This design comes from an exercise in tuning for small area, a short achievable clock period and few clock cycles on the open sky130 flow, not from production work. Function was checked by simulation only, so behaviour that the tests miss may differ from the original. No activity file was given, so power comes from the tool's default toggle rates.

**flow/constraint.sdc**
```tcl
create_clock -name core_clock -period 9.0 [get_ports {ap_clk}]
set_input_delay 1.8000 -clock core_clock [delete_from_list [all_inputs] [get_ports {ap_clk}]]
set_output_delay 1.8000 -clock core_clock [all_outputs]
set_load 0.01 [all_outputs]
```
**flow/flow/run.sh**
```bash
#!/bin/bash
# The standard layout (standard.sh, standard synthesis unchanged), with
# two changes to how cells are chosen:
# - the port buffers are inserted as sky130_fd_sc_hd__buf_1, the smallest
#   plain buffer, instead of the delay buffer buffer_ports picks by
#   default; every port still gets its buffer;
# - clock tree synthesis runs with ORFS's usual arguments plus
#   -dont_use_dummy_load, so it adds no dummy load cells to the clock tree.
# The make output goes to standard.log; each tool's own log is under orfs/logs/.
set -euo pipefail
export BUFFER_PORTS_ARGS="-buffer_cell sky130_fd_sc_hd__buf_1"
export CTS_ARGS="-sink_clustering_enable -repair_clock_nets -dont_use_dummy_load"
bash standard.sh > standard.log 2>&1
```
**flow/config.mk**
```make
export PLATFORM = sky130hd
export DESIGN_NAME = krnl_acc
export DESIGN_NICKNAME = krnl_acc
export VERILOG_FILES = /design/flow/design.v
export SDC_FILE = /design/flow/constraint.sdc
export NUM_CORES = 4
export LEC_CHECK = 0
export ABC_CLOCK_PERIOD_IN_PS = 4000
export CAP_MARGIN = 20
export CORE_MARGIN = 2
export CORE_UTILIZATION = 70
export SETUP_SLACK_MARGIN = 5.0
export SLEW_MARGIN = 20
export SYNTH_HIERARCHICAL = 1
```
**flow/standard.sh**
```bash
#!/bin/bash
# synth_recipe.tcl (not shown) runs the flow's synth.tcl, then flattens the netlist and writes it again
# the make line also repeats each setting of config.mk as NAME=value (left out here)
make -C /OpenROAD-flow-scripts/flow DESIGN_CONFIG=/design/flow/config.mk WORK_HOME=/design/flow/orfs CLKGATE_MAP_FILE= SYNTH_SCRIPT=/design/flow/synth_recipe.tcl "${@:-finish}"
```
**flow/design.v**
```verilog
`default_nettype none
package acc_pkg;
  localparam int LANES  = 4;
  localparam int LANE_W = 16;
  localparam int ACC_W  = 32;
  localparam int DATA_W = LANES * LANE_W;
endpackage
`default_nettype wire
`default_nettype none
`timescale 1ns/1ns
module acc_ctrl (
  input  logic        ap_clk,
  input  logic        ap_rst_n,
  input  logic        ap_start,
  input  logic [31:0] cfg,
  input  logic        ifm_valid,
  input  logic        wgt_valid,
  input  logic        ofm_ready,
  output logic        ap_idle,
  output logic        ap_done,
  output logic        take,        
  output logic        ready,       
  output logic        clr,         
  output logic        adv_out,     
  output logic        ofm_valid
);
  logic        busy;        
  logic        adv;         
  logic        in_act;      
  logic        done_q;
  logic        p_last;      
  logic        p_jlast;     
  logic        cs_fin;      
  logic        cs_last;     
  logic        out_q;       
  logic        o_last;      
  logic        fresh;       
  logic [15:0] ci_q;        
  logic [15:0] pc;          
  logic [15:0] wc;          
  logic [15:0] pc_cur;      
  logic [15:0] pc_dec;
  logic [15:0] wc_dec;
  logic        last_in;     
  logic start_acc;
  logic word_end;
  logic emit;
  logic cs_fin_nx;
  logic may_block;
  logic may_block_nx;
  logic can_take;
  logic can_take_q;
  logic in_act_nx;
  logic p_last_nx;
  logic out_q_nx;
  assign start_acc = ap_start && !busy;
  assign emit      = out_q && ofm_ready;
  assign adv_out   = cs_fin && (!out_q || ofm_ready);
  assign cs_fin_nx = adv ? p_last : (adv_out ? 1'b0 : cs_fin);
  assign out_q_nx  = adv_out ? 1'b1 : (emit ? 1'b0 : out_q);
  assign may_block = (adv && p_last && (cs_fin || out_q)) || (cs_fin && out_q);
  assign can_take  = in_act && !may_block;
  assign ready     = can_take && ifm_valid && wgt_valid;
  assign take      = can_take_q && ifm_valid && wgt_valid;
  assign in_act_nx    = start_acc ? 1'b1 : ((take && word_end && last_in) ? 1'b0 : in_act);
  assign p_last_nx    = take ? word_end : p_last;
  assign may_block_nx = (take && p_last_nx && (cs_fin_nx || out_q_nx)) || (cs_fin_nx && out_q_nx);
  assign pc_cur    = fresh ? ci_q : pc;
  assign word_end  = (pc_cur == 16'd1);
  assign last_in   = (wc == 16'd1);
  always_comb begin
    logic bp;
    logic bw;
    bp = 1'b1;
    bw = 1'b1;
    for (int i = 0; i < 16; i++) begin
      pc_dec[i] = pc_cur[i] ^ bp;
      wc_dec[i] = wc[i] ^ bw;
      bp = bp & ~pc_cur[i];
      bw = bw & ~wc[i];
    end
  end
  always_ff @(posedge ap_clk) begin
    if (!ap_rst_n) begin
      busy    <= 1'b0;
      in_act  <= 1'b0;
      done_q  <= 1'b0;
      cs_fin  <= 1'b0;
      out_q   <= 1'b0;
      adv     <= 1'b0;
      clr     <= 1'b0;
      fresh   <= 1'b1;
      can_take_q <= 1'b0;
    end else begin
      can_take_q <= in_act_nx && !may_block_nx;
      done_q <= 1'b0;
      in_act <= in_act_nx;
      if (start_acc) begin
        busy   <= 1'b1;
        fresh  <= 1'b1;
      end
      if (take) begin
        fresh <= word_end;
      end
      cs_fin <= cs_fin_nx;
      out_q  <= out_q_nx;
      adv    <= take;
      clr    <= take && fresh;
      if (emit && o_last) begin
        busy   <= 1'b0;
        done_q <= 1'b1;
      end
    end
  end
  always_ff @(posedge ap_clk) begin
    p_last <= p_last_nx;
    if (take) begin
      p_jlast <= last_in;
    end
    if (adv) begin
      cs_last <= p_jlast;
    end
    if (adv_out) begin
      o_last <= cs_last;
    end
  end
  always_ff @(posedge ap_clk) begin
    if (start_acc) begin
      ci_q <= cfg[31:16];
    end
    if (take) begin
      pc <= pc_dec;
    end
    if (start_acc) begin
      wc <= cfg[15:0];
    end else if (take && word_end) begin
      wc <= wc_dec;
    end
  end
  assign ap_idle   = !busy;
  assign ap_done   = done_q;
  assign ofm_valid = out_q;
endmodule
`default_nettype wire
`default_nettype none
module mac_lane (
  input  logic [15:0] a,
  input  logic [15:0] b,
  input  logic [31:0] s_in,
  input  logic [31:0] c_in,
  output logic [31:0] s_out,
  output logic [31:0] c_out
);
  logic [255:0] pp;
  logic hs0;
  logic hc0;
  logic fs0;
  logic fc0;
  logic hs1;
  logic hc1;
  logic fs1;
  logic fc1;
  logic fs2;
  logic fc2;
  logic hs2;
  logic hc2;
  logic fs3;
  logic fc3;
  logic fs4;
  logic fc4;
  logic fs5;
  logic fc5;
  logic hs3;
  logic hc3;
  logic fs6;
  logic fc6;
  logic fs7;
  logic fc7;
  logic fs8;
  logic fc8;
  logic fs9;
  logic fc9;
  logic hs4;
  logic hc4;
  logic fs10;
  logic fc10;
  logic fs11;
  logic fc11;
  logic fs12;
  logic fc12;
  logic fs13;
  logic fc13;
  logic hs5;
  logic hc5;
  logic fs14;
  logic fc14;
  logic fs15;
  logic fc15;
  logic fs16;
  logic fc16;
  logic fs17;
  logic fc17;
  logic fs18;
  logic fc18;
  logic fs19;
  logic fc19;
  logic fs20;
  logic fc20;
  logic fs21;
  logic fc21;
  logic fs22;
  logic fc22;
  logic fs23;
  logic fc23;
  logic hs6;
  logic hc6;
  logic fs24;
  logic fc24;
  logic hs7;
  logic hc7;
  logic fs25;
  logic fc25;
  logic fs26;
  logic fc26;
  logic hs8;
  logic hc8;
  logic fs27;
  logic fc27;
  logic fs28;
  logic fc28;
  logic fs29;
  logic fc29;
  logic hs9;
  logic hc9;
  logic fs30;
  logic fc30;
  logic fs31;
  logic fc31;
  logic fs32;
  logic fc32;
  logic fs33;
  logic fc33;
  logic fs34;
  logic fc34;
  logic fs35;
  logic fc35;
  logic fs36;
  logic fc36;
  logic fs37;
  logic fc37;
  logic fs38;
  logic fc38;
  logic fs39;
  logic fc39;
  logic fs40;
  logic fc40;
  logic fs41;
  logic fc41;
  logic fs42;
  logic fc42;
  logic fs43;
  logic fc43;
  logic fs44;
  logic fc44;
  logic fs45;
  logic fc45;
  logic fs46;
  logic fc46;
  logic fs47;
  logic fc47;
  logic fs48;
  logic fc48;
  logic fs49;
  logic fc49;
  logic fs50;
  logic fc50;
  logic fs51;
  logic fc51;
  logic fs52;
  logic fc52;
  logic fs53;
  logic fc53;
  logic fs54;
  logic fc54;
  logic fs55;
  logic fc55;
  logic fs56;
  logic fc56;
  logic fs57;
  logic fc57;
  logic fs58;
  logic fc58;
  logic fs59;
  logic fc59;
  logic fs60;
  logic fc60;
  logic fs61;
  logic fc61;
  logic fs62;
  logic fc62;
  logic fs63;
  logic fc63;
  logic fs64;
  logic fc64;
  logic fs65;
  logic fc65;
  logic fs66;
  logic fc66;
  logic fs67;
  logic fc67;
  logic fs68;
  logic fc68;
  logic fs69;
  logic fc69;
  logic fs70;
  logic fc70;
  logic fs71;
  logic fc71;
  logic fs72;
  logic fc72;
  logic fs73;
  logic fc73;
  logic fs74;
  logic fc74;
  logic fs75;
  logic fc75;
  logic fs76;
  logic fc76;
  logic fs77;
  logic fc77;
  logic fs78;
  logic fc78;
  logic fs79;
  logic fc79;
  logic hs10;
  logic hc10;
  logic fs80;
  logic fc80;
  logic hs11;
  logic hc11;
  logic fs81;
  logic fc81;
  logic fs82;
  logic fc82;
  logic hs12;
  logic hc12;
  logic fs83;
  logic fc83;
  logic fs84;
  logic fc84;
  logic fs85;
  logic fc85;
  logic fs86;
  logic fc86;
  logic fs87;
  logic fc87;
  logic fs88;
  logic fc88;
  logic fs89;
  logic fc89;
  logic fs90;
  logic fc90;
  logic fs91;
  logic fc91;
  logic fs92;
  logic fc92;
  logic fs93;
  logic fc93;
  logic fs94;
  logic fc94;
  logic fs95;
  logic fc95;
  logic fs96;
  logic fc96;
  logic fs97;
  logic fc97;
  logic fs98;
  logic fc98;
  logic fs99;
  logic fc99;
  logic fs100;
  logic fc100;
  logic fs101;
  logic fc101;
  logic fs102;
  logic fc102;
  logic fs103;
  logic fc103;
  logic fs104;
  logic fc104;
  logic fs105;
  logic fc105;
  logic fs106;
  logic fc106;
  logic fs107;
  logic fc107;
  logic fs108;
  logic fc108;
  logic fs109;
  logic fc109;
  logic fs110;
  logic fc110;
  logic fs111;
  logic fc111;
  logic fs112;
  logic fc112;
  logic fs113;
  logic fc113;
  logic fs114;
  logic fc114;
  logic fs115;
  logic fc115;
  logic fs116;
  logic fc116;
  logic fs117;
  logic fc117;
  logic fs118;
  logic fc118;
  logic fs119;
  logic fc119;
  logic fs120;
  logic fc120;
  logic fs121;
  logic fc121;
  logic fs122;
  logic fc122;
  logic fs123;
  logic fc123;
  logic fs124;
  logic fc124;
  logic fs125;
  logic fc125;
  logic fs126;
  logic fc126;
  logic fs127;
  logic fc127;
  logic fs128;
  logic fc128;
  logic fs129;
  logic fc129;
  logic fs130;
  logic fc130;
  logic fs131;
  logic fc131;
  logic fs132;
  logic fc132;
  logic fs133;
  logic fc133;
  logic fs134;
  logic fc134;
  logic fs135;
  logic fc135;
  logic fs136;
  logic fc136;
  logic fs137;
  logic fc137;
  logic fs138;
  logic fc138;
  logic fs139;
  logic fc139;
  logic fs140;
  logic fc140;
  logic fs141;
  logic fc141;
  logic fs142;
  logic fc142;
  logic hs13;
  logic hc13;
  logic fs143;
  logic fc143;
  logic hs14;
  logic hc14;
  logic fs144;
  logic fc144;
  logic fs145;
  logic fc145;
  logic fs146;
  logic fc146;
  logic fs147;
  logic fc147;
  logic fs148;
  logic fc148;
  logic fs149;
  logic fc149;
  logic fs150;
  logic fc150;
  logic fs151;
  logic fc151;
  logic fs152;
  logic fc152;
  logic fs153;
  logic fc153;
  logic fs154;
  logic fc154;
  logic fs155;
  logic fc155;
  logic fs156;
  logic fc156;
  logic fs157;
  logic fc157;
  logic fs158;
  logic fc158;
  logic fs159;
  logic fc159;
  logic fs160;
  logic fc160;
  logic fs161;
  logic fc161;
  logic fs162;
  logic fc162;
  logic fs163;
  logic fc163;
  logic fs164;
  logic fc164;
  logic fs165;
  logic fc165;
  logic fs166;
  logic fc166;
  logic fs167;
  logic fc167;
  logic fs168;
  logic fc168;
  logic fs169;
  logic fc169;
  logic fs170;
  logic fc170;
  logic fs171;
  logic fc171;
  logic fs172;
  logic fc172;
  logic fs173;
  logic fc173;
  logic fs174;
  logic fc174;
  logic fs175;
  logic fc175;
  logic fs176;
  logic fc176;
  logic fs177;
  logic fc177;
  logic fs178;
  logic fc178;
  logic fs179;
  logic fc179;
  logic fs180;
  logic fc180;
  logic fs181;
  logic fc181;
  logic fs182;
  logic fc182;
  logic fs183;
  logic fc183;
  logic fs184;
  logic fc184;
  logic fs185;
  logic fc185;
  logic fs186;
  logic fc186;
  logic fs187;
  logic fc187;
  logic fs188;
  logic fc188;
  logic fs189;
  logic fc189;
  logic fs190;
  logic fc190;
  logic fs191;
  logic fc191;
  logic fs192;
  logic fc192;
  logic fs193;
  logic fc193;
  logic fs194;
  logic fc194;
  logic hs15;
  logic hc15;
  logic fs195;
  logic fc195;
  logic fs196;
  logic fc196;
  logic fs197;
  logic fc197;
  logic fs198;
  logic fc198;
  logic fs199;
  logic fc199;
  logic fs200;
  logic fc200;
  logic fs201;
  logic fc201;
  logic fs202;
  logic fc202;
  logic fs203;
  logic fc203;
  logic fs204;
  logic fc204;
  logic fs205;
  logic fc205;
  logic fs206;
  logic fc206;
  logic fs207;
  logic fc207;
  logic fs208;
  logic fc208;
  logic fs209;
  logic fc209;
  logic fs210;
  logic fc210;
  logic fs211;
  logic fc211;
  logic fs212;
  logic fc212;
  logic fs213;
  logic fc213;
  logic fs214;
  logic fc214;
  logic fs215;
  logic fc215;
  logic fs216;
  logic fc216;
  logic fs217;
  logic fc217;
  logic fs218;
  logic fc218;
  logic fs219;
  logic fc219;
  logic fs220;
  logic fc220;
  logic fs221;
  logic fc221;
  logic fs222;
  logic fc222;
  logic fs223;
  logic fc223;
  logic hs16;
  logic hc16;
  logic fs224;
  logic fc224;
  logic fs225;
  logic fc225;
  logic fs226;
  logic fc226;
  logic fs227;
  logic fc227;
  logic fs228;
  logic fc228;
  logic fs229;
  logic fc229;
  logic fs230;
  logic fc230;
  logic fs231;
  logic fc231;
  logic fs232;
  logic fc232;
  logic fs233;
  logic fc233;
  logic fs234;
  logic fc234;
  logic fs235;
  logic fc235;
  logic fs236;
  logic fc236;
  logic fs237;
  logic fc237;
  logic fs238;
  logic fc238;
  logic fs239;
  logic fc239;
  logic fs240;
  logic fc240;
  logic fs241;
  logic fc241;
  logic fs242;
  logic fc242;
  logic fs243;
  logic fc243;
  logic fs244;
  logic fc244;
  logic fs245;
  logic fc245;
  logic fs246;
  logic fc246;
  logic fs247;
  logic fc247;
  logic fs248;
  logic fc248;
  logic fs249;
  logic fc249;
  logic fs250;
  logic fc250;
  logic fs251;
  logic fc251;
  logic fs252;
  logic fc252;
  logic fs253;
  logic fc253;
  logic fs254;
  always_comb begin
    for (int i = 0; i < 16; i++) begin
      for (int j = 0; j < 16; j++) begin
        pp[i*16+j] = ~(a[i] & b[j]);
      end
    end
  end
  assign hs0 = ~(pp[11] ^ pp[26]);
  assign hc0 = pp[11] | pp[26];
  mac_fa u_fa0 (.a(pp[12]), .b(pp[27]), .c(pp[42]), .s(fs0), .co(fc0));
  assign hs1 = ~(pp[57] ^ pp[72]);
  assign hc1 = pp[57] | pp[72];
  mac_fa u_fa1 (.a(pp[13]), .b(pp[28]), .c(pp[43]), .s(fs1), .co(fc1));
  mac_fa u_fa2 (.a(pp[58]), .b(pp[73]), .c(pp[88]), .s(fs2), .co(fc2));
  assign hs2 = ~(pp[103] ^ pp[118]);
  assign hc2 = pp[103] | pp[118];
  mac_fa u_fa3 (.a(pp[14]), .b(pp[29]), .c(pp[44]), .s(fs3), .co(fc3));
  mac_fa u_fa4 (.a(pp[59]), .b(pp[74]), .c(pp[89]), .s(fs4), .co(fc4));
  mac_fa u_fa5 (.a(pp[104]), .b(pp[119]), .c(pp[134]), .s(fs5), .co(fc5));
  assign hs3 = ~(pp[149] ^ pp[164]);
  assign hc3 = pp[149] | pp[164];
  mac_fa u_fa6 (.a(pp[15]), .b(pp[30]), .c(pp[45]), .s(fs6), .co(fc6));
  mac_fa u_fa7 (.a(pp[60]), .b(pp[75]), .c(pp[90]), .s(fs7), .co(fc7));
  mac_fa u_fa8 (.a(pp[105]), .b(pp[120]), .c(pp[135]), .s(fs8), .co(fc8));
  mac_fa u_fa9 (.a(pp[150]), .b(pp[165]), .c(pp[180]), .s(fs9), .co(fc9));
  assign hs4 = ~(pp[195] ^ pp[210]);
  assign hc4 = pp[195] | pp[210];
  mac_fa u_fa10 (.a(pp[31]), .b(pp[46]), .c(pp[61]), .s(fs10), .co(fc10));
  mac_fa u_fa11 (.a(pp[76]), .b(pp[91]), .c(pp[106]), .s(fs11), .co(fc11));
  mac_fa u_fa12 (.a(pp[121]), .b(pp[136]), .c(pp[151]), .s(fs12), .co(fc12));
  mac_fa u_fa13 (.a(pp[166]), .b(pp[181]), .c(pp[196]), .s(fs13), .co(fc13));
  assign hs5 = ~(pp[211] ^ pp[226]);
  assign hc5 = pp[211] | pp[226];
  mac_fa u_fa14 (.a(pp[47]), .b(pp[62]), .c(pp[77]), .s(fs14), .co(fc14));
  mac_fa u_fa15 (.a(pp[92]), .b(pp[107]), .c(pp[122]), .s(fs15), .co(fc15));
  mac_fa u_fa16 (.a(pp[137]), .b(pp[152]), .c(pp[167]), .s(fs16), .co(fc16));
  mac_fa u_fa17 (.a(pp[182]), .b(pp[197]), .c(pp[212]), .s(fs17), .co(fc17));
  mac_fa u_fa18 (.a(pp[63]), .b(pp[78]), .c(pp[93]), .s(fs18), .co(fc18));
  mac_fa u_fa19 (.a(pp[108]), .b(pp[123]), .c(pp[138]), .s(fs19), .co(fc19));
  mac_fa u_fa20 (.a(pp[153]), .b(pp[168]), .c(pp[183]), .s(fs20), .co(fc20));
  mac_fa u_fa21 (.a(pp[79]), .b(pp[94]), .c(pp[109]), .s(fs21), .co(fc21));
  mac_fa u_fa22 (.a(pp[124]), .b(pp[139]), .c(pp[154]), .s(fs22), .co(fc22));
  mac_fa u_fa23 (.a(pp[95]), .b(pp[110]), .c(pp[125]), .s(fs23), .co(fc23));
  assign hs6 = ~(pp[7] ^ pp[22]);
  assign hc6 = pp[7] | pp[22];
  mac_fa u_fa24 (.a(pp[8]), .b(pp[23]), .c(pp[38]), .s(fs24), .co(fc24));
  assign hs7 = ~(pp[53] ^ pp[68]);
  assign hc7 = pp[53] | pp[68];
  mac_fa u_fa25 (.a(pp[9]), .b(pp[24]), .c(pp[39]), .s(fs25), .co(fc25));
  mac_fa u_fa26 (.a(pp[54]), .b(pp[69]), .c(pp[84]), .s(fs26), .co(fc26));
  assign hs8 = ~(pp[99] ^ pp[114]);
  assign hc8 = pp[99] | pp[114];
  mac_fa u_fa27 (.a(pp[10]), .b(pp[25]), .c(pp[40]), .s(fs27), .co(fc27));
  mac_fa u_fa28 (.a(pp[55]), .b(pp[70]), .c(pp[85]), .s(fs28), .co(fc28));
  mac_fa u_fa29 (.a(pp[100]), .b(pp[115]), .c(pp[130]), .s(fs29), .co(fc29));
  assign hs9 = ~(pp[145] ^ pp[160]);
  assign hc9 = pp[145] | pp[160];
  mac_fa u_fa30 (.a(pp[41]), .b(pp[56]), .c(pp[71]), .s(fs30), .co(fc30));
  mac_fa u_fa31 (.a(pp[86]), .b(pp[101]), .c(pp[116]), .s(fs31), .co(fc31));
  mac_fa u_fa32 (.a(pp[131]), .b(pp[146]), .c(pp[161]), .s(fs32), .co(fc32));
  mac_fa u_fa33 (.a(pp[176]), .b(hs0), .c(s_in[11]), .s(fs33), .co(fc33));
  mac_fa u_fa34 (.a(pp[87]), .b(pp[102]), .c(pp[117]), .s(fs34), .co(fc34));
  mac_fa u_fa35 (.a(pp[132]), .b(pp[147]), .c(pp[162]), .s(fs35), .co(fc35));
  mac_fa u_fa36 (.a(pp[177]), .b(pp[192]), .c(hc0), .s(fs36), .co(fc36));
  mac_fa u_fa37 (.a(hs1), .b(s_in[12]), .c(c_in[12]), .s(fs37), .co(fc37));
  mac_fa u_fa38 (.a(pp[133]), .b(pp[148]), .c(pp[163]), .s(fs38), .co(fc38));
  mac_fa u_fa39 (.a(pp[178]), .b(pp[193]), .c(pp[208]), .s(fs39), .co(fc39));
  mac_fa u_fa40 (.a(hc1), .b(hs2), .c(s_in[13]), .s(fs40), .co(fc40));
  mac_fa u_fa41 (.a(c_in[13]), .b(fc0), .c(fs1), .s(fs41), .co(fc41));
  mac_fa u_fa42 (.a(pp[179]), .b(pp[194]), .c(pp[209]), .s(fs42), .co(fc42));
  mac_fa u_fa43 (.a(pp[224]), .b(hc2), .c(hs3), .s(fs43), .co(fc43));
  mac_fa u_fa44 (.a(s_in[14]), .b(c_in[14]), .c(fc1), .s(fs44), .co(fc44));
  mac_fa u_fa45 (.a(fc2), .b(fs3), .c(fs4), .s(fs45), .co(fc45));
  mac_fa u_fa46 (.a(pp[225]), .b(pp[240]), .c(hc3), .s(fs46), .co(fc46));
  mac_fa u_fa47 (.a(hs4), .b(s_in[15]), .c(c_in[15]), .s(fs47), .co(fc47));
  mac_fa u_fa48 (.a(fc3), .b(fc4), .c(fc5), .s(fs48), .co(fc48));
  mac_fa u_fa49 (.a(fs6), .b(fs7), .c(fs8), .s(fs49), .co(fc49));
  mac_fa u_fa50 (.a(pp[241]), .b(hc4), .c(hs5), .s(fs50), .co(fc50));
  mac_fa u_fa51 (.a(s_in[16]), .b(c_in[16]), .c(fc6), .s(fs51), .co(fc51));
  mac_fa u_fa52 (.a(fc7), .b(fc8), .c(fc9), .s(fs52), .co(fc52));
  mac_fa u_fa53 (.a(fs10), .b(fs11), .c(fs12), .s(fs53), .co(fc53));
  mac_fa u_fa54 (.a(pp[227]), .b(pp[242]), .c(hc5), .s(fs54), .co(fc54));
  mac_fa u_fa55 (.a(s_in[17]), .b(c_in[17]), .c(fc10), .s(fs55), .co(fc55));
  mac_fa u_fa56 (.a(fc11), .b(fc12), .c(fc13), .s(fs56), .co(fc56));
  mac_fa u_fa57 (.a(fs14), .b(fs15), .c(fs16), .s(fs57), .co(fc57));
  mac_fa u_fa58 (.a(pp[198]), .b(pp[213]), .c(pp[228]), .s(fs58), .co(fc58));
  mac_fa u_fa59 (.a(pp[243]), .b(s_in[18]), .c(c_in[18]), .s(fs59), .co(fc59));
  mac_fa u_fa60 (.a(fc14), .b(fc15), .c(fc16), .s(fs60), .co(fc60));
  mac_fa u_fa61 (.a(fc17), .b(fs18), .c(fs19), .s(fs61), .co(fc61));
  mac_fa u_fa62 (.a(pp[169]), .b(pp[184]), .c(pp[199]), .s(fs62), .co(fc62));
  mac_fa u_fa63 (.a(pp[214]), .b(pp[229]), .c(pp[244]), .s(fs63), .co(fc63));
  mac_fa u_fa64 (.a(s_in[19]), .b(c_in[19]), .c(fc18), .s(fs64), .co(fc64));
  mac_fa u_fa65 (.a(fc19), .b(fc20), .c(fs21), .s(fs65), .co(fc65));
  mac_fa u_fa66 (.a(pp[140]), .b(pp[155]), .c(pp[170]), .s(fs66), .co(fc66));
  mac_fa u_fa67 (.a(pp[185]), .b(pp[200]), .c(pp[215]), .s(fs67), .co(fc67));
  mac_fa u_fa68 (.a(pp[230]), .b(pp[245]), .c(s_in[20]), .s(fs68), .co(fc68));
  mac_fa u_fa69 (.a(c_in[20]), .b(fc21), .c(fc22), .s(fs69), .co(fc69));
  mac_fa u_fa70 (.a(pp[111]), .b(pp[126]), .c(pp[141]), .s(fs70), .co(fc70));
  mac_fa u_fa71 (.a(pp[156]), .b(pp[171]), .c(pp[186]), .s(fs71), .co(fc71));
  mac_fa u_fa72 (.a(pp[201]), .b(pp[216]), .c(pp[231]), .s(fs72), .co(fc72));
  mac_fa u_fa73 (.a(pp[246]), .b(s_in[21]), .c(c_in[21]), .s(fs73), .co(fc73));
  mac_fa u_fa74 (.a(pp[127]), .b(pp[142]), .c(pp[157]), .s(fs74), .co(fc74));
  mac_fa u_fa75 (.a(pp[172]), .b(pp[187]), .c(pp[202]), .s(fs75), .co(fc75));
  mac_fa u_fa76 (.a(pp[217]), .b(pp[232]), .c(pp[247]), .s(fs76), .co(fc76));
  mac_fa u_fa77 (.a(pp[143]), .b(pp[158]), .c(pp[173]), .s(fs77), .co(fc77));
  mac_fa u_fa78 (.a(pp[188]), .b(pp[203]), .c(pp[218]), .s(fs78), .co(fc78));
  mac_fa u_fa79 (.a(pp[159]), .b(pp[174]), .c(pp[189]), .s(fs79), .co(fc79));
  assign hs10 = ~(pp[4] ^ pp[19]);
  assign hc10 = pp[4] | pp[19];
  mac_fa u_fa80 (.a(pp[5]), .b(pp[20]), .c(pp[35]), .s(fs80), .co(fc80));
  assign hs11 = ~(pp[50] ^ pp[65]);
  assign hc11 = pp[50] | pp[65];
  mac_fa u_fa81 (.a(pp[6]), .b(pp[21]), .c(pp[36]), .s(fs81), .co(fc81));
  mac_fa u_fa82 (.a(pp[51]), .b(pp[66]), .c(pp[81]), .s(fs82), .co(fc82));
  assign hs12 = ~(pp[96] ^ s_in[6]);
  assign hc12 = pp[96] | s_in[6];
  mac_fa u_fa83 (.a(pp[37]), .b(pp[52]), .c(pp[67]), .s(fs83), .co(fc83));
  mac_fa u_fa84 (.a(pp[82]), .b(pp[97]), .c(pp[112]), .s(fs84), .co(fc84));
  mac_fa u_fa85 (.a(hs6), .b(s_in[7]), .c(c_in[7]), .s(fs85), .co(fc85));
  mac_fa u_fa86 (.a(pp[83]), .b(pp[98]), .c(pp[113]), .s(fs86), .co(fc86));
  mac_fa u_fa87 (.a(pp[128]), .b(hc6), .c(hs7), .s(fs87), .co(fc87));
  mac_fa u_fa88 (.a(s_in[8]), .b(c_in[8]), .c(fs24), .s(fs88), .co(fc88));
  mac_fa u_fa89 (.a(pp[129]), .b(pp[144]), .c(hc7), .s(fs89), .co(fc89));
  mac_fa u_fa90 (.a(hs8), .b(s_in[9]), .c(c_in[9]), .s(fs90), .co(fc90));
  mac_fa u_fa91 (.a(fc24), .b(fs25), .c(fs26), .s(fs91), .co(fc91));
  mac_fa u_fa92 (.a(hc8), .b(hs9), .c(s_in[10]), .s(fs92), .co(fc92));
  mac_fa u_fa93 (.a(c_in[10]), .b(fc25), .c(fc26), .s(fs93), .co(fc93));
  mac_fa u_fa94 (.a(fs27), .b(fs28), .c(fs29), .s(fs94), .co(fc94));
  mac_fa u_fa95 (.a(hc9), .b(c_in[11]), .c(fc27), .s(fs95), .co(fc95));
  mac_fa u_fa96 (.a(fc28), .b(fc29), .c(fs30), .s(fs96), .co(fc96));
  mac_fa u_fa97 (.a(fs31), .b(fs32), .c(fs33), .s(fs97), .co(fc97));
  mac_fa u_fa98 (.a(fc30), .b(fc31), .c(fc32), .s(fs98), .co(fc98));
  mac_fa u_fa99 (.a(fs34), .b(fs35), .c(fs0), .s(fs99), .co(fc99));
  mac_fa u_fa100 (.a(fs36), .b(fc33), .c(fs37), .s(fs100), .co(fc100));
  mac_fa u_fa101 (.a(fc34), .b(fc35), .c(fs38), .s(fs101), .co(fc101));
  mac_fa u_fa102 (.a(fs39), .b(fs2), .c(fc36), .s(fs102), .co(fc102));
  mac_fa u_fa103 (.a(fc37), .b(fs40), .c(fs41), .s(fs103), .co(fc103));
  mac_fa u_fa104 (.a(fc38), .b(fc39), .c(fs42), .s(fs104), .co(fc104));
  mac_fa u_fa105 (.a(fs5), .b(fc40), .c(fs43), .s(fs105), .co(fc105));
  mac_fa u_fa106 (.a(fc41), .b(fs44), .c(fs45), .s(fs106), .co(fc106));
  mac_fa u_fa107 (.a(fc42), .b(fs9), .c(fs46), .s(fs107), .co(fc107));
  mac_fa u_fa108 (.a(fc43), .b(fs47), .c(fc44), .s(fs108), .co(fc108));
  mac_fa u_fa109 (.a(fc45), .b(fs48), .c(fs49), .s(fs109), .co(fc109));
  mac_fa u_fa110 (.a(fs13), .b(fc46), .c(fc47), .s(fs110), .co(fc110));
  mac_fa u_fa111 (.a(fs50), .b(fc48), .c(fc49), .s(fs111), .co(fc111));
  mac_fa u_fa112 (.a(fs51), .b(fs52), .c(fs53), .s(fs112), .co(fc112));
  mac_fa u_fa113 (.a(fs17), .b(fs54), .c(fc50), .s(fs113), .co(fc113));
  mac_fa u_fa114 (.a(fc51), .b(fc52), .c(fc53), .s(fs114), .co(fc114));
  mac_fa u_fa115 (.a(fs55), .b(fs56), .c(fs57), .s(fs115), .co(fc115));
  mac_fa u_fa116 (.a(fs58), .b(fs20), .c(fc54), .s(fs116), .co(fc116));
  mac_fa u_fa117 (.a(fs59), .b(fc55), .c(fc56), .s(fs117), .co(fc117));
  mac_fa u_fa118 (.a(fc57), .b(fs60), .c(fs61), .s(fs118), .co(fc118));
  mac_fa u_fa119 (.a(fc58), .b(fs62), .c(fs63), .s(fs119), .co(fc119));
  mac_fa u_fa120 (.a(fs22), .b(fc59), .c(fc60), .s(fs120), .co(fc120));
  mac_fa u_fa121 (.a(fc61), .b(fs64), .c(fs65), .s(fs121), .co(fc121));
  mac_fa u_fa122 (.a(fc62), .b(fc63), .c(fs66), .s(fs122), .co(fc122));
  mac_fa u_fa123 (.a(fs67), .b(fs23), .c(fs68), .s(fs123), .co(fc123));
  mac_fa u_fa124 (.a(fc64), .b(fc65), .c(fs69), .s(fs124), .co(fc124));
  mac_fa u_fa125 (.a(fc66), .b(fc67), .c(fc23), .s(fs125), .co(fc125));
  mac_fa u_fa126 (.a(fs70), .b(fs71), .c(fs72), .s(fs126), .co(fc126));
  mac_fa u_fa127 (.a(fc68), .b(fs73), .c(fc69), .s(fs127), .co(fc127));
  mac_fa u_fa128 (.a(s_in[22]), .b(c_in[22]), .c(fc70), .s(fs128), .co(fc128));
  mac_fa u_fa129 (.a(fc71), .b(fc72), .c(fs74), .s(fs129), .co(fc129));
  mac_fa u_fa130 (.a(fs75), .b(fs76), .c(fc73), .s(fs130), .co(fc130));
  mac_fa u_fa131 (.a(pp[233]), .b(pp[248]), .c(s_in[23]), .s(fs131), .co(fc131));
  mac_fa u_fa132 (.a(c_in[23]), .b(fc74), .c(fc75), .s(fs132), .co(fc132));
  mac_fa u_fa133 (.a(fc76), .b(fs77), .c(fs78), .s(fs133), .co(fc133));
  mac_fa u_fa134 (.a(pp[204]), .b(pp[219]), .c(pp[234]), .s(fs134), .co(fc134));
  mac_fa u_fa135 (.a(pp[249]), .b(s_in[24]), .c(c_in[24]), .s(fs135), .co(fc135));
  mac_fa u_fa136 (.a(fc77), .b(fc78), .c(fs79), .s(fs136), .co(fc136));
  mac_fa u_fa137 (.a(pp[175]), .b(pp[190]), .c(pp[205]), .s(fs137), .co(fc137));
  mac_fa u_fa138 (.a(pp[220]), .b(pp[235]), .c(pp[250]), .s(fs138), .co(fc138));
  mac_fa u_fa139 (.a(s_in[25]), .b(c_in[25]), .c(fc79), .s(fs139), .co(fc139));
  mac_fa u_fa140 (.a(pp[191]), .b(pp[206]), .c(pp[221]), .s(fs140), .co(fc140));
  mac_fa u_fa141 (.a(pp[236]), .b(pp[251]), .c(s_in[26]), .s(fs141), .co(fc141));
  mac_fa u_fa142 (.a(pp[207]), .b(pp[222]), .c(pp[237]), .s(fs142), .co(fc142));
  assign hs13 = ~(pp[2] ^ pp[17]);
  assign hc13 = pp[2] | pp[17];
  mac_fa u_fa143 (.a(pp[3]), .b(pp[18]), .c(pp[33]), .s(fs143), .co(fc143));
  assign hs14 = ~(pp[48] ^ s_in[3]);
  assign hc14 = pp[48] | s_in[3];
  mac_fa u_fa144 (.a(pp[34]), .b(pp[49]), .c(pp[64]), .s(fs144), .co(fc144));
  mac_fa u_fa145 (.a(hs10), .b(s_in[4]), .c(c_in[4]), .s(fs145), .co(fc145));
  mac_fa u_fa146 (.a(pp[80]), .b(hc10), .c(hs11), .s(fs146), .co(fc146));
  mac_fa u_fa147 (.a(s_in[5]), .b(c_in[5]), .c(fs80), .s(fs147), .co(fc147));
  mac_fa u_fa148 (.a(hc11), .b(c_in[6]), .c(fc80), .s(fs148), .co(fc148));
  mac_fa u_fa149 (.a(fs81), .b(fs82), .c(hs12), .s(fs149), .co(fc149));
  mac_fa u_fa150 (.a(fc81), .b(fc82), .c(fs83), .s(fs150), .co(fc150));
  mac_fa u_fa151 (.a(fs84), .b(hc12), .c(fs85), .s(fs151), .co(fc151));
  mac_fa u_fa152 (.a(fc83), .b(fc84), .c(fs86), .s(fs152), .co(fc152));
  mac_fa u_fa153 (.a(fc85), .b(fs87), .c(fs88), .s(fs153), .co(fc153));
  mac_fa u_fa154 (.a(fc86), .b(fs89), .c(fc87), .s(fs154), .co(fc154));
  mac_fa u_fa155 (.a(fs90), .b(fc88), .c(fs91), .s(fs155), .co(fc155));
  mac_fa u_fa156 (.a(fc89), .b(fc90), .c(fs92), .s(fs156), .co(fc156));
  mac_fa u_fa157 (.a(fc91), .b(fs93), .c(fs94), .s(fs157), .co(fc157));
  mac_fa u_fa158 (.a(fc92), .b(fc93), .c(fc94), .s(fs158), .co(fc158));
  mac_fa u_fa159 (.a(fs95), .b(fs96), .c(fs97), .s(fs159), .co(fc159));
  mac_fa u_fa160 (.a(fc95), .b(fc96), .c(fs98), .s(fs160), .co(fc160));
  mac_fa u_fa161 (.a(fs99), .b(fc97), .c(fs100), .s(fs161), .co(fc161));
  mac_fa u_fa162 (.a(fc98), .b(fc99), .c(fs101), .s(fs162), .co(fc162));
  mac_fa u_fa163 (.a(fs102), .b(fc100), .c(fs103), .s(fs163), .co(fc163));
  mac_fa u_fa164 (.a(fc101), .b(fs104), .c(fc102), .s(fs164), .co(fc164));
  mac_fa u_fa165 (.a(fs105), .b(fc103), .c(fs106), .s(fs165), .co(fc165));
  mac_fa u_fa166 (.a(fc104), .b(fs107), .c(fc105), .s(fs166), .co(fc166));
  mac_fa u_fa167 (.a(fs108), .b(fc106), .c(fs109), .s(fs167), .co(fc167));
  mac_fa u_fa168 (.a(fc107), .b(fs110), .c(fc108), .s(fs168), .co(fc168));
  mac_fa u_fa169 (.a(fc109), .b(fs111), .c(fs112), .s(fs169), .co(fc169));
  mac_fa u_fa170 (.a(fc110), .b(fs113), .c(fc111), .s(fs170), .co(fc170));
  mac_fa u_fa171 (.a(fc112), .b(fs114), .c(fs115), .s(fs171), .co(fc171));
  mac_fa u_fa172 (.a(fs116), .b(fc113), .c(fc114), .s(fs172), .co(fc172));
  mac_fa u_fa173 (.a(fs117), .b(fc115), .c(fs118), .s(fs173), .co(fc173));
  mac_fa u_fa174 (.a(fs119), .b(fc116), .c(fc117), .s(fs174), .co(fc174));
  mac_fa u_fa175 (.a(fs120), .b(fc118), .c(fs121), .s(fs175), .co(fc175));
  mac_fa u_fa176 (.a(fc119), .b(fs122), .c(fc120), .s(fs176), .co(fc176));
  mac_fa u_fa177 (.a(fs123), .b(fc121), .c(fs124), .s(fs177), .co(fc177));
  mac_fa u_fa178 (.a(fc122), .b(fs125), .c(fs126), .s(fs178), .co(fc178));
  mac_fa u_fa179 (.a(fc123), .b(fc124), .c(fs127), .s(fs179), .co(fc179));
  mac_fa u_fa180 (.a(fc125), .b(fc126), .c(fs128), .s(fs180), .co(fc180));
  mac_fa u_fa181 (.a(fs129), .b(fs130), .c(fc127), .s(fs181), .co(fc181));
  mac_fa u_fa182 (.a(fs131), .b(fc128), .c(fc129), .s(fs182), .co(fc182));
  mac_fa u_fa183 (.a(fs132), .b(fs133), .c(fc130), .s(fs183), .co(fc183));
  mac_fa u_fa184 (.a(fs134), .b(fc131), .c(fs135), .s(fs184), .co(fc184));
  mac_fa u_fa185 (.a(fc132), .b(fc133), .c(fs136), .s(fs185), .co(fc185));
  mac_fa u_fa186 (.a(fc134), .b(fs137), .c(fs138), .s(fs186), .co(fc186));
  mac_fa u_fa187 (.a(fc135), .b(fc136), .c(fs139), .s(fs187), .co(fc187));
  mac_fa u_fa188 (.a(c_in[26]), .b(fc137), .c(fc138), .s(fs188), .co(fc188));
  mac_fa u_fa189 (.a(fs140), .b(fs141), .c(fc139), .s(fs189), .co(fc189));
  mac_fa u_fa190 (.a(pp[252]), .b(s_in[27]), .c(c_in[27]), .s(fs190), .co(fc190));
  mac_fa u_fa191 (.a(fc140), .b(fs142), .c(fc141), .s(fs191), .co(fc191));
  mac_fa u_fa192 (.a(pp[223]), .b(pp[238]), .c(pp[253]), .s(fs192), .co(fc192));
  mac_fa u_fa193 (.a(s_in[28]), .b(c_in[28]), .c(fc142), .s(fs193), .co(fc193));
  mac_fa u_fa194 (.a(pp[239]), .b(pp[254]), .c(s_in[29]), .s(fs194), .co(fc194));
  assign hs15 = ~(pp[1] ^ pp[16]);
  assign hc15 = pp[1] | pp[16];
  mac_fa u_fa195 (.a(pp[32]), .b(hs13), .c(s_in[2]), .s(fs195), .co(fc195));
  mac_fa u_fa196 (.a(hc13), .b(c_in[3]), .c(fs143), .s(fs196), .co(fc196));
  mac_fa u_fa197 (.a(fc143), .b(fs144), .c(hc14), .s(fs197), .co(fc197));
  mac_fa u_fa198 (.a(fc144), .b(fc145), .c(fs146), .s(fs198), .co(fc198));
  mac_fa u_fa199 (.a(fc146), .b(fc147), .c(fs148), .s(fs199), .co(fc199));
  mac_fa u_fa200 (.a(fc148), .b(fs150), .c(fc149), .s(fs200), .co(fc200));
  mac_fa u_fa201 (.a(fc150), .b(fs152), .c(fc151), .s(fs201), .co(fc201));
  mac_fa u_fa202 (.a(fc152), .b(fs154), .c(fc153), .s(fs202), .co(fc202));
  mac_fa u_fa203 (.a(fc154), .b(fs156), .c(fc155), .s(fs203), .co(fc203));
  mac_fa u_fa204 (.a(fc156), .b(fc157), .c(fs158), .s(fs204), .co(fc204));
  mac_fa u_fa205 (.a(fc158), .b(fs160), .c(fc159), .s(fs205), .co(fc205));
  mac_fa u_fa206 (.a(fc160), .b(fs162), .c(fc161), .s(fs206), .co(fc206));
  mac_fa u_fa207 (.a(fc162), .b(fs164), .c(fc163), .s(fs207), .co(fc207));
  mac_fa u_fa208 (.a(fc164), .b(fs166), .c(fc165), .s(fs208), .co(fc208));
  mac_fa u_fa209 (.a(fc166), .b(fs168), .c(fc167), .s(fs209), .co(fc209));
  mac_fa u_fa210 (.a(fc168), .b(fs170), .c(fc169), .s(fs210), .co(fc210));
  mac_fa u_fa211 (.a(fc170), .b(fs172), .c(fc171), .s(fs211), .co(fc211));
  mac_fa u_fa212 (.a(fc172), .b(fs174), .c(fc173), .s(fs212), .co(fc212));
  mac_fa u_fa213 (.a(fc174), .b(fs176), .c(fc175), .s(fs213), .co(fc213));
  mac_fa u_fa214 (.a(fs178), .b(fc176), .c(fc177), .s(fs214), .co(fc214));
  mac_fa u_fa215 (.a(fc178), .b(fs180), .c(fc179), .s(fs215), .co(fc215));
  mac_fa u_fa216 (.a(fc180), .b(fs182), .c(fs183), .s(fs216), .co(fc216));
  mac_fa u_fa217 (.a(fs184), .b(fc182), .c(fs185), .s(fs217), .co(fc217));
  mac_fa u_fa218 (.a(fs186), .b(fc184), .c(fc185), .s(fs218), .co(fc218));
  mac_fa u_fa219 (.a(fc186), .b(fs188), .c(fc187), .s(fs219), .co(fc219));
  mac_fa u_fa220 (.a(fs190), .b(fc188), .c(fs191), .s(fs220), .co(fc220));
  mac_fa u_fa221 (.a(fs192), .b(fc190), .c(fs193), .s(fs221), .co(fc221));
  mac_fa u_fa222 (.a(c_in[29]), .b(fc192), .c(fs194), .s(fs222), .co(fc222));
  mac_fa u_fa223 (.a(pp[255]), .b(s_in[30]), .c(c_in[30]), .s(fs223), .co(fc223));
  assign hs16 = ~(pp[0] ^ s_in[0]);
  assign hc16 = pp[0] | s_in[0];
  mac_fa u_fa224 (.a(hs15), .b(s_in[1]), .c(c_in[1]), .s(fs224), .co(fc224));
  mac_fa u_fa225 (.a(hc15), .b(c_in[2]), .c(fs195), .s(fs225), .co(fc225));
  mac_fa u_fa226 (.a(hs14), .b(fc195), .c(fs196), .s(fs226), .co(fc226));
  mac_fa u_fa227 (.a(fs145), .b(fc196), .c(fs197), .s(fs227), .co(fc227));
  mac_fa u_fa228 (.a(fs147), .b(fc197), .c(fs198), .s(fs228), .co(fc228));
  mac_fa u_fa229 (.a(fs149), .b(fc198), .c(fs199), .s(fs229), .co(fc229));
  mac_fa u_fa230 (.a(fs151), .b(fc199), .c(fs200), .s(fs230), .co(fc230));
  mac_fa u_fa231 (.a(fs153), .b(fc200), .c(fs201), .s(fs231), .co(fc231));
  mac_fa u_fa232 (.a(fs155), .b(fc201), .c(fs202), .s(fs232), .co(fc232));
  mac_fa u_fa233 (.a(fs157), .b(fc202), .c(fs203), .s(fs233), .co(fc233));
  mac_fa u_fa234 (.a(fs159), .b(fc203), .c(fs204), .s(fs234), .co(fc234));
  mac_fa u_fa235 (.a(fs161), .b(fc204), .c(fs205), .s(fs235), .co(fc235));
  mac_fa u_fa236 (.a(fs163), .b(fc205), .c(fs206), .s(fs236), .co(fc236));
  mac_fa u_fa237 (.a(fs165), .b(fc206), .c(fs207), .s(fs237), .co(fc237));
  mac_fa u_fa238 (.a(fs167), .b(fc207), .c(fs208), .s(fs238), .co(fc238));
  mac_fa u_fa239 (.a(fs169), .b(fc208), .c(fs209), .s(fs239), .co(fc239));
  mac_fa u_fa240 (.a(fs171), .b(fc209), .c(fs210), .s(fs240), .co(fc240));
  mac_fa u_fa241 (.a(fs173), .b(fc210), .c(fs211), .s(fs241), .co(fc241));
  mac_fa u_fa242 (.a(fs175), .b(fc211), .c(fs212), .s(fs242), .co(fc242));
  mac_fa u_fa243 (.a(fs177), .b(fc212), .c(fs213), .s(fs243), .co(fc243));
  mac_fa u_fa244 (.a(fs179), .b(fc213), .c(fs214), .s(fs244), .co(fc244));
  mac_fa u_fa245 (.a(fs181), .b(fc214), .c(fs215), .s(fs245), .co(fc245));
  mac_fa u_fa246 (.a(fc181), .b(fs216), .c(fc215), .s(fs246), .co(fc246));
  mac_fa u_fa247 (.a(fc183), .b(fs217), .c(fc216), .s(fs247), .co(fc247));
  mac_fa u_fa248 (.a(fs187), .b(fc217), .c(fs218), .s(fs248), .co(fc248));
  mac_fa u_fa249 (.a(fs189), .b(fc218), .c(fs219), .s(fs249), .co(fc249));
  mac_fa u_fa250 (.a(fc189), .b(fs220), .c(fc219), .s(fs250), .co(fc250));
  mac_fa u_fa251 (.a(fc191), .b(fs221), .c(fc220), .s(fs251), .co(fc251));
  mac_fa u_fa252 (.a(fc193), .b(fs222), .c(fc221), .s(fs252), .co(fc252));
  mac_fa u_fa253 (.a(fc194), .b(fs223), .c(fc222), .s(fs253), .co(fc253));
  assign fs254 = s_in[31] ^ c_in[31] ^ fc223;
  assign s_out[0] = hs16;
  assign c_out[0] = c_in[0];
  assign s_out[1] = hc16;
  assign c_out[1] = fs224;
  assign s_out[2] = fc224;
  assign c_out[2] = fs225;
  assign s_out[3] = fc225;
  assign c_out[3] = fs226;
  assign s_out[4] = fc226;
  assign c_out[4] = fs227;
  assign s_out[5] = fc227;
  assign c_out[5] = fs228;
  assign s_out[6] = fc228;
  assign c_out[6] = fs229;
  assign s_out[7] = fc229;
  assign c_out[7] = fs230;
  assign s_out[8] = fc230;
  assign c_out[8] = fs231;
  assign s_out[9] = fc231;
  assign c_out[9] = fs232;
  assign s_out[10] = fc232;
  assign c_out[10] = fs233;
  assign s_out[11] = fc233;
  assign c_out[11] = fs234;
  assign s_out[12] = fc234;
  assign c_out[12] = fs235;
  assign s_out[13] = fc235;
  assign c_out[13] = fs236;
  assign s_out[14] = fc236;
  assign c_out[14] = fs237;
  assign s_out[15] = fc237;
  assign c_out[15] = fs238;
  assign s_out[16] = fc238;
  assign c_out[16] = fs239;
  assign s_out[17] = fc239;
  assign c_out[17] = fs240;
  assign s_out[18] = fc240;
  assign c_out[18] = fs241;
  assign s_out[19] = fc241;
  assign c_out[19] = fs242;
  assign s_out[20] = fc242;
  assign c_out[20] = fs243;
  assign s_out[21] = fc243;
  assign c_out[21] = fs244;
  assign s_out[22] = fc244;
  assign c_out[22] = fs245;
  assign s_out[23] = fc245;
  assign c_out[23] = fs246;
  assign s_out[24] = fc246;
  assign c_out[24] = fs247;
  assign s_out[25] = fc247;
  assign c_out[25] = fs248;
  assign s_out[26] = fc248;
  assign c_out[26] = fs249;
  assign s_out[27] = fc249;
  assign c_out[27] = fs250;
  assign s_out[28] = fc250;
  assign c_out[28] = fs251;
  assign s_out[29] = fc251;
  assign c_out[29] = fs252;
  assign s_out[30] = fc252;
  assign c_out[30] = fs253;
  assign s_out[31] = fc253;
  assign c_out[31] = fs254;
endmodule
module mac_fa (
  input  logic a,
  input  logic b,
  input  logic c,
  output logic s,
  output logic co
);
  assign s  = a ^ b ^ c;
  assign co = (a & b) | (a & c) | (b & c);
endmodule
`default_nettype wire
`default_nettype none
`timescale 1ns/1ns
module mac_engine (
  input  logic          ap_clk,
  input  logic          take,
  input  logic          clr,
  input  logic          adv_out,
  input  logic [63:0]   ifm_data,
  input  logic [63:0]   wgt_data,
  output logic [127:0]  ofm_data
);
  logic [63:0]      a_q;     
  logic [63:0]      b_q;
  logic [3:0][31:0] s_q;
  logic [3:0][31:0] c_q;
  logic [3:0][31:0] s_in;
  logic [3:0][31:0] c_in;
  logic [3:0][31:0] s_nx;
  logic [3:0][31:0] c_nx;
  logic [3:0][31:0] sum;
  logic [127:0]     o_q;     
  always_ff @(posedge ap_clk) begin
    for (int i = 0; i < 8; i++) begin
      a_q[i*8 +: 8] <= ifm_data[(7-i)*8 +: 8] & {8{take}};
      b_q[i*8 +: 8] <= wgt_data[(7-i)*8 +: 8];
    end
  end
  for (genvar l = 0; l < 4; l++) begin : g_lane
    assign s_in[l] = s_q[l] | {32{clr}};
    assign c_in[l] = c_q[l] | {32{clr}};
    mac_lane i_mac_lane (
      .a     (a_q[l*16 +: 16]),
      .b     (b_q[l*16 +: 16]),
      .s_in  (s_in[l]),
      .c_in  (c_in[l]),
      .s_out (s_nx[l]),
      .c_out (c_nx[l])
    );
    assign sum[l] = ~(s_q[l] + c_q[l] + 32'd1);
  end
  always_ff @(posedge ap_clk) begin
    s_q <= s_nx;
    c_q <= c_nx;
  end
  always_ff @(posedge ap_clk) begin
    if (adv_out) begin
      for (int l = 0; l < 4; l++) begin
        for (int i = 0; i < 4; i++) begin
          o_q[l*32 + i*8 +: 8] <= sum[l][(3-i)*8 +: 8];
        end
      end
    end
  end
  assign ofm_data = o_q;
endmodule
`default_nettype wire
`default_nettype none
`timescale 1ns/1ns
module krnl_acc (
  input  logic               ap_clk,
  input  logic               ap_rst_n,
  input  logic               ap_start,
  input  logic [31:0]        cfg,
  output logic               ap_idle,
  output logic               ap_done,
  input  logic               ifm_valid,
  output logic               ifm_ready,
  input  logic [63:0]        ifm_data,
  input  logic               wgt_valid,
  output logic               wgt_ready,
  input  logic [63:0]        wgt_data,
  output logic               ofm_valid,
  input  logic               ofm_ready,
  output logic [127:0]       ofm_data
);
  logic take;
  logic ready;
  logic clr;
  logic adv_out;
  acc_ctrl i_acc_ctrl (
    .ap_clk    (ap_clk),
    .ap_rst_n  (ap_rst_n),
    .ap_start  (ap_start),
    .cfg       (cfg),
    .ifm_valid (ifm_valid),
    .wgt_valid (wgt_valid),
    .ofm_ready (ofm_ready),
    .ap_idle   (ap_idle),
    .ap_done   (ap_done),
    .take      (take),
    .ready     (ready),
    .clr       (clr),
    .adv_out   (adv_out),
    .ofm_valid (ofm_valid)
  );
  mac_engine i_mac_engine (
    .ap_clk   (ap_clk),
    .take     (take),
    .clr      (clr),
    .adv_out  (adv_out),
    .ifm_data (ifm_data),
    .wgt_data (wgt_data),
    .ofm_data (ofm_data)
  );
  assign ifm_ready = ready;
  assign wgt_ready = ready;
endmodule
`default_nettype wire
```
==> impl_results.md, run 1 <==
- Outcome: timing/DRC/antenna clean
- Synth Net Count: 6160
- Tightest hold margin: 0.4234 ns
- Largest net degree at the start of global routing: 84
- Final Net Count: 6051
- X dimension of the die: 278.1 µm
- Via count of the first global-routing pass: 36222
- Leakage power of the design: 15.72 nW
- Critical path type: primary input to primary output
- Placed cell area: 51600 µm²
- CP Data Required Time: 7.20 ns
- Clock tree buffer depth: 3
- Total via count in the routed design: 33830
- Placed cells: 5538
- Average footprint of a synthesized cell: 11.08 µm²
- Overall overflow remaining after global route: 0
- Area overhead of the layout relative to synthesis: 1.715%
- Max-cap viol count: 0
- Max-slew violation count: 0
- Die outline height: 278.1 µm
- Final std cell area, no fill: 53490 µm²
- Number of warnings reported in the yosys synthesis log: 9
- Post-route clock skew: 0.06559 ns
- Remaining max-slew budget at the tightest pin: 32.41%
- Wire length of the first global-routing pass: 201.0 mm
- Residual antenna-violating net count after detailed routing: 0
- Transition at the pin with the smallest max-transition slack: 1.012 ns
- Count of routing violations after the opening detailed-route iteration: 2449
- Post-CTS Hold Buffers: 0
- Number of setup violations in the final report: 0
- Final hold violations: 0
- Class of the worst hold path: register to register
- Synthesized area: 52590 µm²
- Wirelength per Cell: 22.31 µm
- Finished Core Util: 71.85%
- Minimum setup slack in the final design: 5.007 ns
- Synth Instances: 4748
- Crit-path max FO: 2
- Cells traversed along the worst timing path: buf_8 -> nand3_4 -> nor2_4 -> buf_6
- Primary FF master, synth: sky130_fd_sc_hd__dfxtp_1
- Cells taking the most area after synthesis: sky130_fd_sc_hd__fa_1 (39%), sky130_fd_sc_hd__dfxtp_1 (15%), sky130_fd_sc_hd__edfxtp_1 (10%)
- CTS buffer count: 67
- Count of distinct cell types in the synthesized netlist: 84
- Detailed Routing Iterations Pass 1: 8
- Delay of the slowest cell on the worst path: 0.13 ns
- Root Driver: sky130_fd_sc_hd__clkbuf_16
- Time the final worst path needs with I/O delays and setup: 3.993 ns
- CP Capture Type: primary output
- Number of DRC violations after detailed routing: 0
- All-layer global routing usage: 33.67%
- PD cells: 265.8 nW/µm²
- Clock H-tree levels: 3
- Later-pin clock latency in the skew report: 0.63 ns
- Setup tns final: 0 ns
- Number of enable-type register cells in the synthesized netlist: 179
- Cell type of the slowest stage on the worst timing path: sky130_fd_sc_hd__nor2_4
- RSZ-0062 raised after global routing: true
- Cell taking the most area after synthesis: sky130_fd_sc_hd__fa_1
- Clock sink count: 573
- Final period util: 44.37%
- Clock slew at the register clock pins of the worst setup and hold paths: 0.06 ns
- Peak supply drop: 0.1720 mV
- Fraction of synthesis flops using an asynchronous set or reset pin: 0%
- Wire length after detailed routing: 125.1 mm
- CTS tree: done
- Number of antenna violations at the first check in global routing: 2
- Floorplan die area: 77340 µm²
- I/O pin total: 299
- Tot Pwr: 14.22 mW
- Share of cells above drive strength 1: 10.24%
- Share of synthesized area occupied by flip-flops and latches: 25.22%
- Core outline area: 74450 µm²
- IO Port Bufs: 298
- Final HPWL DP: 92.90 mm
- F_max: 0.2504 GHz
- Rows: 100
- Starting density of the core: 70.64%
- Data arrival time of the critical path: 2.19 ns
- Detail-routed via count per cell: 6.032
- Minimum setup slack after placement: 4.768 ns
- Routability cong.: 0.9516
- Post-synth top area share: 38.83%
- Synthesis-stage register bit count: 573
- Filler-free cell count of the finished design: 5608
- Critical Path Start Type: primary input
## layout by cell type (no fill, tap or decap), drive strengths merged, types with 5 or more instances in the layout
cell type / Yosys / layout
nand2b: 16 / 16
o21ai: 84 / 84
a221o: 7 / 7
clkbuf: 100 / 67
nand3b: 6 / 6
nor4b: 5 / 5
nor2b: 23 / 23
and4: 5 / 5
a31oi: 15 / 15
o31ai: 6 / 6
nor2: 60 / 60
xor2: 49 / 49
inv: 224 / 224
a211oi: 9 / 9
or2: 259 / 259
o2111ai: 5 / 5
nand4: 18 / 18
o21bai: 17 / 17
or3: 5 / 5
a21o: 58 / 58
nor4: 10 / 10
a21oi: 123 / 123
and2: 198 / 198
nand3: 30 / 30
dfxtp: 394 / 394
o311ai: 5 / 5
a221oi: 6 / 6
xnor2: 65 / 65
o211ai: 5 / 5
o21a: 11 / 11
fa: 1020 / 1020
edfxtp: 179 / 179
mux2i: 18 / 18
ha: 226 / 226
and3: 14 / 14
nand2: 1003 / 1003
a41oi: 8 / 8
buf: 393 / 315
nor3: 21 / 21
## worst paths after layout
kind,end,cells after the start,start,slack [ns]
setup / recovery,ifm_ready,4,ifm_valid,5.01
hold / removal,i_acc_ctrl.o_last,0,i_acc_ctrl.cs_last,0.42
setup reg to reg,i_mac_engine.c_q[18],7,i_mac_engine.b_q[4],5.06
hold reg to reg,i_acc_ctrl.o_last,0,i_acc_ctrl.cs_last,0.42
## Yosys cell counts (63+ instances only)
master                        n
sky130_fd_sc_hd__ha_1       226
sky130_fd_sc_hd__a21oi_1    117
sky130_fd_sc_hd__nand2_1   1002
sky130_fd_sc_hd__edfxtp_1   179
sky130_fd_sc_hd__or2_2      258
sky130_fd_sc_hd__o21ai_0     75
sky130_fd_sc_hd__and2_1     198
sky130_fd_sc_hd__dfxtp_1    394
sky130_fd_sc_hd__buf_4      345
sky130_fd_sc_hd__fa_1      1020
sky130_fd_sc_hd__xnor2_1     65
sky130_fd_sc_hd__clkbuf_1    63
sky130_fd_sc_hd__inv_1      222
## critical path, delay by kind of cell
family                 cells  cell delay, ns
buffers and inverters      2            0.20
and+or+nand+nor            2            0.20
## repair_timing
item / 4_1_cts / 5_1_grt
resized for setup: 42 / 70
setup endpoints to repair: 61 / 59
setup buffers: 1 / 0
pin swaps: 0 / 2
## registers in the layout, summed over array words and instances, names as in the netlist, 16 cells and up
register / count
i_mac_engine.c_q: 128
i_mac_engine.o_q: 128
i_mac_engine.s_q: 128
i_mac_engine.a_q: 64
i_mac_engine.b_q: 64
i_acc_ctrl.ci_q: 16
i_acc_ctrl.pc: 16
i_acc_ctrl.wc: 16
## per-layer routing
metal | GRT usage [%] | vias up | part of all wire, %
met5 | 0 | - | 0
met1 | 47.24 | 17249 | 41
li1 | - | 14517 | -
met4 | 11.79 | 0 | 3.7
met3 | 7.555 | 326 | 9.1
met2 | 52.51 | 1738 | 46
## where the power goes
group	internal [mW]	total [mW]	switching (mW)
logic	3.40	7.91	4.51
registers	3.55	4.00	0.454
clock network	1.30	2.31	1.01
total	8.25	14.2	5.97
## cells by family (layout without fill, tap and decap cells)
family | count (synthesis) | after routing | synth area share, %
fa+ha+maj | 1247 | 1247 | 44.22
mux | 18 | 18 | 0.3426
simple gates | 1678 | 1678 | 14.93
compound gates | 396 | 396 | 5.025
other cells | 0 | 2 | 0
flops | 573 | 573 | 25.22
buf+inv | 718 | 607 | 8.182
xor+xnor | 118 | 118 | 2.079
## cell type report
cell class	instances	area, µm²
tap	969	1212
clock buffer	67	1677
inverter	225	844.6
antenna	2	5.005
timing repair buffer	315	1311
multi-input combinational	3457	35060
fill	5473	20950
sequential	573	13380
## Yosys stat by module (local to each module, per instance)
module	area [µm²]	flops+latches	times used
krnl_acc	7.507	0	1
acc_ctrl	2885	61	1
mac_fa	20.02	0	1016
mac_lane	2205	0	4
mac_engine	20540	512	1
Testbench counts, summed over its fixed seeds: cycles 11,072.
==> run 2: changes to the inputs <==
--- a/flow/config.mk
+++ b/flow/config.mk
@@ -8,7 +8,8 @@
 export ABC_CLOCK_PERIOD_IN_PS = 4000
 export CAP_MARGIN = 20
 export CORE_MARGIN = 2
-export CORE_UTILIZATION = 70
+export CORE_UTILIZATION = 80
+export PLACE_DENSITY = 0.75
 export SETUP_SLACK_MARGIN = 5.0
 export SLEW_MARGIN = 20
 export SYNTH_HIERARCHICAL = 1
==> run 2 against run 1 <==
Die area decreased by 12%. Highest routed layer is now met5. Synthesized area unchanged. Combinational power increased by 0.9%. Setup slack got worse by 0.013 ns. Critical endpoint unchanged. Maximum frequency decreased by 0.32%. Largest power group unchanged. Total power decreased by 0.27%.
==> impl_results.md, run 2 <==
- Outcome: timing/DRC/antenna clean
- CTS tree: done
- Commonest non-fill, non-tap cell in the layout: sky130_fd_sc_hd__fa_1
- Top Registers: i_mac_engine.c_q (128), i_mac_engine.o_q (128), i_mac_engine.s_q (128)
- Post-synth top area share: 38.83% (unchanged)
- Most numerous cell in the Yosys netlist: sky130_fd_sc_hd__fa_1
- Primary FF master, synth: sky130_fd_sc_hd__dfxtp_1
- Number of enable-type register cells in the synthesized netlist: 179 (unchanged)
- Cell type of the slowest stage on the worst timing path: sky130_fd_sc_hd__buf_2
- Count of distinct cell types in the synthesized netlist: 84 (unchanged)
- Number of antenna violations at the first check in global routing: 2 (unchanged)
- Origin of the critical flop-to-flop path: i_mac_engine.b_q[21]
- Area overhead of the layout relative to synthesis: 1.025%
- Die outline height: 260.4 µm (-6.4%)
- Post-route clock skew: 0.02952 ns (-0.03607 ns)
- Largest net degree at the start of global routing: 103 (+23%)
- Layout filler cell count: 3825 (-30%)
- CP Capture Type: primary output
- Via count of the first global-routing pass: 37530 (+3.6%)
- Max-cap viol count: 0 (unchanged)
- Leakage power of the design: 15.62 nW (-0.66%)
- Peak supply drop: 0.1934 mV (+12%)
- Wire length after detailed routing: 128.1 mm (+2.4%)
- Placed cells: 5419 (-2.1%)
- Transition at the pin with the smallest max-transition slack: 0.9570 ns (-0.05547 ns)
- CP Data Required Time: 7.20 ns (about the same)
- Worst hold path startpoint: i_acc_ctrl.cs_last
- Class of the worst hold path: register to register
- Starting density of the core: 81.29% (+11 points)
- Later-pin clock latency in the skew report: 0.64 ns (about the same)
- Routability cong.: 0.9622 (+1.1%)
- Most frequent cells in the layout: sky130_fd_sc_hd__fa_1 (1020), sky130_fd_sc_hd__nand2_1 (1002), sky130_fd_sc_hd__dfxtp_1 (300), sky130_fd_sc_hd__buf_1 (295), sky130_fd_sc_hd__or2_2 (258)
- IO Port Bufs: 298 (unchanged)
- I/O pin total: 299 (unchanged)
- Detailed Routing Iterations Pass 1: 8 (unchanged)
- Worst-case reg-to-reg path depth: 7 (unchanged)
- Terminating pin of the worst hold path: i_acc_ctrl.o_last
- Synth cell count leaders: sky130_fd_sc_hd__fa_1 (1020), sky130_fd_sc_hd__nand2_1 (1002), sky130_fd_sc_hd__dfxtp_1 (394)
- All-layer global routing usage: 39.03% (+5.4 points)
- Clock H-tree levels: 2 (-1)
- Buffers & Inverters on Critical Path: 2 (unchanged)
- X dimension of the die: 260.4 µm (-6.4%)
- Placed cell area: 51420 µm² (-0.35%)
- Instance count along the most critical hold path: 0 (unchanged)
- Wire length of the first global-routing pass: 201.5 mm (+0.27%)
- Data arrival time of the critical path: 2.21 ns (+0.02 ns)
- Number of warnings reported in the yosys synthesis log: 9 (unchanged)
- Count of routing violations after the opening detailed-route iteration: 3485 (+42%)
- Clock sink count: 573 (unchanged)
- CTS buffer count: 61 (-9.0%)
- Setup tns final: 0 ns (unchanged)
- F_max: 0.2496 GHz (-0.32%)
- Time the final worst path needs with I/O delays and setup: 4.006 ns (+0.01301 ns)
- Rows: 93 (-7.0%)
- Number of setup violations in the final report: 0 (unchanged)
- Synthesized area: 52590 µm² (unchanged)
- Internal reg-to-reg setup slack: 5.01 ns (-0.05 ns)
- Delay of the slowest cell on the worst path: 0.13 ns (about the same)
- Residual antenna-violating net count after detailed routing: 0 (unchanged)
- Crit Reg-Reg Endpoint: i_mac_engine.c_q[51]
- Synth Net Count: 6160 (unchanged)
- Family with the most delay on the worst path: buffers and inverters
- Core outline area: 64700 µm² (-13%)
- Critical Path Start Type: primary input
- Synthesis-stage register bit count: 573 (unchanged)
- Wirelength per Cell: 23.37 µm (+4.7%)
- Detail-routed via count per cell: 6.337 (+5.0%)
- PD cells: 266.9 nW/µm² (+0.41%)
- Crit-path max FO: 2 (unchanged)
- # diodes: 0 (-2)
- Clock slew at the register clock pins of the worst setup and hold paths: 0.05 ns (about the same)
- Fraction of synthesis flops using an asynchronous set or reset pin: 0% (unchanged)
- Critical path type: primary input to primary output
- Clock tree buffer depth: 3 (unchanged)
- Filler-free cell count of the finished design: 5482 (-2.2%)
- Final Net Count: 6041 (-0.17%)
- Final std cell area, no fill: 53130 µm² (-0.68%)
- Average footprint of a synthesized cell: 11.08 µm² (unchanged)
- Cell taking the most area after synthesis: sky130_fd_sc_hd__fa_1
- Total via count in the routed design: 34738 (+2.7%)
- Final period util: 44.51% (+0.14 points)
- Floorplan die area: 67810 µm² (-12%)
- Synth Instances: 4748 (unchanged)
- RSZ-0062 raised after global routing: true
- Overall overflow remaining after global route: 0 (unchanged)
- Final HPWL DP: 92.03 mm (-0.94%)
- Remaining max-slew budget at the tightest pin: 36.20% (+3.8 points)
- Root Driver: sky130_fd_sc_hd__clkbuf_16
- Share of synthesized area occupied by flip-flops and latches: 25.22% (unchanged)
- Number of DRC violations after detailed routing: 0 (unchanged)
- Max-slew violation count: 0 (unchanged)
- Share of cells above drive strength 1: 10.01% (-0.24 points)
- Final hold violations: 0 (unchanged)
- Cells traversed along the worst timing path: buf_1 -> nand3_1 -> nor2_2 -> buf_2
- Cells taking the most area after synthesis: sky130_fd_sc_hd__fa_1 (39%), sky130_fd_sc_hd__dfxtp_1 (15%), sky130_fd_sc_hd__edfxtp_1 (10%)
-- run 2: cell counts after synthesis --
Identical to the previous run, type by type.
-- run 2: cell families after synthesis --
logic type / synth area share [%]
and+or+nand+nor: 14.93
adders and majority gates: 44.22
buffers and inverters: 8.182
DFF: 25.22
AOI/OAI and AO/OA: 5.025
xor gates and xnor gates: 2.079
muxes: 0.3426
-- run 2: per-module statistics from Yosys, one instance, submodules excluded --
module,flip-flops and latches,cell area (µm²),times used
mac_lane,0,2205,4
mac_engine,512,20540,1
acc_ctrl,61,2885,1
mac_fa,0,20.02,1016
krnl_acc,0,7.507,1
-- run 2: power by group --
part	leakage (nW)	total [mW]	switching, mW	internal [mW]
Sequential	4.92	4.04	0.494	3.54
Combinational	9.94	7.98	4.56	3.42
Clock	0.752	2.16	0.986	1.17
Total	15.6	14.2	6.04	8.14
-- run 2: layout make-up --
cell class | instances | area (µm²) | share of cell area, %
clock buffer | 61 | 1526 | 2.873
inverter | 225 | 844.6 | 1.590
multi-input combinational | 3457 | 35040 | 65.96
sequential | 573 | 13390 | 25.19
tap | 855 | 1070 | 2.014
timing repair buffer | 311 | 1261 | 2.374
-- run 2: worst max-delay path by stage --
stage / slack, ns / startpoint / endpoint / cells past startpoint
floorplan: 4.83 / ofm_ready / i_acc_ctrl.o_last / 2
global placement: 4.56 / i_acc_ctrl.clr / i_mac_engine.c_q[51] / 7
detailed placement: 4.42 / i_acc_ctrl.clr / i_mac_engine.c_q[51] / 7
CTS: 4.94 / i_mac_engine.a_q[23] / i_mac_engine.c_q[51] / 7
global route: 4.93 / wgt_valid / wgt_ready / 4
finish: 4.99 / wgt_valid / ifm_ready / 4
-- run 2: per-stage QoR --
step                hold WS, ns  setup slack, ns  utilization, %  power [mW]
detailed placement       0.4127            4.418           79.48       11.81
CTS                      0.4263            4.941           81.98       14.08
finish                   0.4233            4.994           82.12       14.18
floorplan                0.4003            4.830               -       11.12
global placement         0.4058            4.564           79.48       11.47
global route             0.4411            4.929           82.12       15.24
-- run 2: repair_timing --
item	4_1_cts	5_1_grt
hold buffers	0	0
pin swaps	0	0
setup buffers	1	1
endpoints found under the hold margin	0	0
endpoints found under the setup margin	95	66
resized for setup	44	57
-- run 2: layer usage --
metal	global-route usage (%)	share of wire, %
met2	61.57	47
met1	52.85	38
met4	16.78	4.7
met5	0	0.010
met3	9.159	11

Re-timed with assumed drivers on the ports (clkbuf_16 on the clock, buf_2 on other inputs), run 2 has 4.967 ns of setup slack against 4.994 ns with ideal ports, and 4.967 ns once port delays also move by the mid clock arrival of 0.694 ns.
